Background: an optimization exercise with open tools, aiming at small area. Do not read the settings as production practice. In this exercise RTL edits were held to simulation tests only and were not proved equivalent to the original. The flow treats the clock pin as an ideal source, which a real chip does not have.

==> run a: inputs <==
## regfile_mp
module regfile_mp #(
  parameter int unsigned XLEN    = 32,
  parameter int unsigned NREGS   = 32,
  parameter int unsigned AW      = 5,
  parameter int unsigned NRP     = 3,
  parameter bit          ZERO_R0 = 1'b1
) (
  input  logic                 clk,
  input  logic                 rst_n,
  input  logic                 clear_req,
  output logic                 init_done,
  input  logic [NRP-1:0]       rd_en,
  input  logic [NRP*AW-1:0]    rd_addr,
  output logic [NRP*XLEN-1:0]  rd_data,
  output logic [NRP-1:0]       rd_busy,
  output logic                 stall,
  input  logic                 wa_en,
  input  logic [AW-1:0]        wa_addr,
  input  logic [XLEN-1:0]      wa_data,
  input  logic                 wb_en,
  input  logic [AW-1:0]        wb_addr,
  input  logic [XLEN-1:0]      wb_data,
  input  logic                 issue_valid,
  input  logic [AW-1:0]        issue_rd
);
Settings: LEC_CHECK=0, CAP_MARGIN=0, CELL_PAD_IN_SITES_DETAIL_PLACEMENT=1, CELL_PAD_IN_SITES_GLOBAL_PLACEMENT=2, CORE_MARGIN=2, CORE_UTILIZATION=30, GPL_TIMING_DRIVEN=0, PLACE_DENSITY=0.4, SLEW_MARGIN=0, SYNTH_HIERARCHICAL=1; clock period 7.0 ns.
standard.sh (not shown) runs the stock make flow with config.mk's settings and CLKGATE_MAP_FILE= SYNTH_SCRIPT=/design/flow/synth_recipe.tcl, a recipe that flattens the netlist after the stock synthesis.
==> flow/flow/run.sh <==
#!/bin/bash
# The standard layout (standard.sh: standard synthesis, ORFS flow), with:
#  - port buffers of the smallest buffer cell;
#  - before repair_design: synthesis buffers removed and one buffer per
#    high-fanout net (flow/prebuf.tcl);
#  - clock tree without dummy loads, small leaf buffers, then upsized where a
#    flip-flop clock pin's slew is high (flow/clkfix.tcl);
#  - global routing keeps more of met1/met2 free (flow/fastroute.tcl).
set -euo pipefail
HERE=$(cd "$(dirname "$0")" && pwd)
P=sky130_fd_sc_hd__
export PREBUF_CELL=${PREBUF_CELL:-buf_2}
export PREBUF_MIN_FANOUT=${PREBUF_MIN_FANOUT:-16}
export CLKFIX_TARGET_NS=${CLKFIX_TARGET_NS:-0.1}
bash standard.sh \
  "BUFFER_PORTS_ARGS=-buffer_cell ${P}buf_1" \
  "PRE_RESIZE_TCL=$HERE/prebuf.tcl" \
  "CTS_ARGS=-sink_clustering_enable -repair_clock_nets -dont_use_dummy_load -root_buf ${P}clkbuf_16 -tree_buf ${P}clkbuf_8 -buf_list ${P}clkbuf_4 -sink_clustering_size 12 -sink_clustering_max_diameter 50" \
  "POST_CTS_TCL=$HERE/clkfix.tcl" \
  "PRE_GLOBAL_ROUTE_TCL=$HERE/fastroute.tcl" \
  ${FLOW_FLOW_TARGET:-finish} > standard_flow.log 2>&1
==> flow/flow/fastroute.tcl <==
# Global routing capacity: keep more of met1 and met2 free for pin access,
# pushing long routes to met3 and met4.
set_global_routing_layer_adjustment met1 0.6
set_global_routing_layer_adjustment met2 0.35
set_global_routing_layer_adjustment met3-met5 0.15
==> flow/flow/prebuf.tcl <==
# PRE_RESIZE hook (after global placement and port buffering, before
# repair_design):
#  1. remove the buffers synthesis left inside the design (not the port
#     buffers);
#  2. give every high-fanout signal net one buffer next to its driver, in
#     place of the deep buffer trees repair_design would build.
set pb_block [ord::get_db_block]

proc pb_on_port {net} {
  return [expr {$net ne "NULL" && [llength [$net getBTerms]] > 0}]
}

set pb_rm {}
foreach pb_inst [$pb_block getInsts] {
  set pb_m [$pb_inst getMaster]
  if {![regexp {__(buf|clkbuf)_\d+$} [$pb_m getName]]} continue
  set pb_keep 0
  foreach pb_it [$pb_inst getITerms] {
    if {[$pb_it isInputSignal] || [$pb_it isOutputSignal]} {
      if {[pb_on_port [$pb_it getNet]]} { set pb_keep 1 }
    }
  }
  if {!$pb_keep} { lappend pb_rm [$pb_inst getName] }
}
if {[llength $pb_rm] > 0} {
  # remove_buffers takes instance names as separate arguments; with none
  # it would remove every buffer, the port buffers among them
  remove_buffers {*}$pb_rm
}
puts "prebuf: removed [llength $pb_rm] synthesis buffers"

set pb_cell  sky130_fd_sc_hd__$::env(PREBUF_CELL)
set pb_minfo $::env(PREBUF_MIN_FANOUT)
set pb_count 0
foreach pb_net [$pb_block getNets] {
  if {[$pb_net getSigType] != "SIGNAL"} continue
  # nets on ports (the clock among them) are left alone
  if {[pb_on_port $pb_net]} continue
  set pb_fo [expr {[llength [$pb_net getITerms]] - 1}]
  if {$pb_fo >= $pb_minfo} {
    insert_buffer -buffer_cell $pb_cell -net [$pb_net getName]
    incr pb_count
  }
}
puts "prebuf: inserted $pb_count $pb_cell buffers (fanout >= $pb_minfo)"
Other scripts of this flow, unchanged in this note and not shown: flow/flow/clkfix.tcl
==> run b: changes against run a <==
--- a/flow/flow/run.sh
+++ b/flow/flow/run.sh
@@ -3,5 +3,5 @@
 #  - port buffers of the smallest buffer cell;
 #  - before repair_design: synthesis buffers removed and one buffer per
-#    high-fanout net (flow/prebuf.tcl);
+#    high-fanout net, stronger input port buffers (flow/prebuf.tcl);
 #  - clock tree without dummy loads, small leaf buffers, then upsized where a
 #    flip-flop clock pin's slew is high (flow/clkfix.tcl);
@@ -10,5 +10,6 @@
 HERE=$(cd "$(dirname "$0")" && pwd)
 P=sky130_fd_sc_hd__
-export PREBUF_CELL=${PREBUF_CELL:-buf_2}
+export PREBUF_CELL=${PREBUF_CELL:-buf_4}
+export PORTBUF_IN_CELL=${PORTBUF_IN_CELL:-buf_4}
 export PREBUF_MIN_FANOUT=${PREBUF_MIN_FANOUT:-16}
 export CLKFIX_TARGET_NS=${CLKFIX_TARGET_NS:-0.1}
==> flow/flow/fastroute.tcl (replaced) <==
# Global routing capacity: keep most of met1 and half of met2 free for pin
# access, pushing long routes to met3 and met4.
set_global_routing_layer_adjustment met1 0.8
set_global_routing_layer_adjustment met2 0.5
set_global_routing_layer_adjustment met3-met5 0.1
--- a/flow/flow/prebuf.tcl
+++ b/flow/flow/prebuf.tcl
@@ -44,2 +44,21 @@
 }
 puts "prebuf: inserted $pb_count $pb_cell buffers (fanout >= $pb_minfo)"
+
+# 3. input port buffers drive the address decoders; make them stronger
+set pb_in_cell sky130_fd_sc_hd__$::env(PORTBUF_IN_CELL)
+set pb_nin 0
+foreach pb_inst [$pb_block getInsts] {
+  if {![regexp {__buf_\d+$} [[$pb_inst getMaster] getName]]} continue
+  foreach pb_it [$pb_inst getITerms] {
+    if {![$pb_it isInputSignal]} continue
+    set pb_net [$pb_it getNet]
+    if {$pb_net eq "NULL"} continue
+    foreach pb_bt [$pb_net getBTerms] {
+      if {[$pb_bt getIoType] eq "INPUT" && [$pb_bt getName] ne "clk"} {
+        replace_cell [get_cells [$pb_inst getName]] $pb_in_cell
+        incr pb_nin
+      }
+    }
+  }
+}
+puts "prebuf: $pb_nin input port buffers set to $pb_in_cell"
CAP_MARGIN = 15   (was 0)
CORE_UTILIZATION = 27   (was 30)
PLACE_DENSITY = 0.38   (was 0.4)
SETUP_SLACK_MARGIN = 0.1   (was not set)
SLEW_MARGIN = 15   (was 0)
==> flow_metrics.tcl <==
set metrics [dict create \
    fin_ws_ns -0.00985 \
    final_cell_mix "a222oi_1 (2049), dfxtp_1 (1024), nand4_1 (296)" \
    setup_viol 1 \
    outcome "failed layout checks" \
    check-failures "max-capacitance violations, max-slew violations, negative setup slack" \
    drv_slew 66 \
    maxCapViolations 1 \
    hold_depth 1 \
]
The numbers above come from run a.

==> flow_metrics.tcl <==
set metrics [dict create \
    outcome "finished clean" \
    synth_seq_cells 1030 \
    final_core_util_pct 31.5 \
    grt_usage_pct 63.9 \
    final_cell_mix "a222oi_1 (2049), dfxtp_1 (1024), buf_4 (380)" \
    maxSlewHeadroom_pct 21.3 \
    holdWs_ns 0.402 \
    fin_ws_ns 0.0636 \
    maxCapViolations 0 \
    clk_latency_ns 0.85 \
    synth-simple-area-share_pct 8.82 \
    grt_max_degree 81 \
    drv_slew 0 \
    hp-class "input pin to async pin" \
    drive_above_1_share_pct 12.0 \
    setup_viol 0 \
]
The numbers above come from run b.

## port drivers added, routing unchanged
In the flow no input, the clock included, has a driving cell. The finished layouts below were timed again as built, in two steps.
Step 1: set_driving_cell puts a clkbuf_16 on clk and a buf_2 on each other input, an assumption about the parent block.
Step 2, shift: input delay + t, output delay - t, t = (earliest + latest rising clock arrival at the registers) / 2. This alone moves slack from input paths to output paths.
Slacks: ideal ports / drivers / drivers and shift; pairs: ideal ports / drivers.
| run | t, ns | setup slack, ns | slew at the worst register clock pin (ns) | worst slew at a driven data input, ns | pins driven straight from the clock port |
|---|---|---|---|---|---|
| run a | 0.861 | -0.010 / -0.034 / -0.034 | 0.10 / 0.10 | 0.04 | 1 |
| run b | 0.889 | 0.064 / 0.040 / 0.040 | 0.10 / 0.10 | 0.04 | 1 |
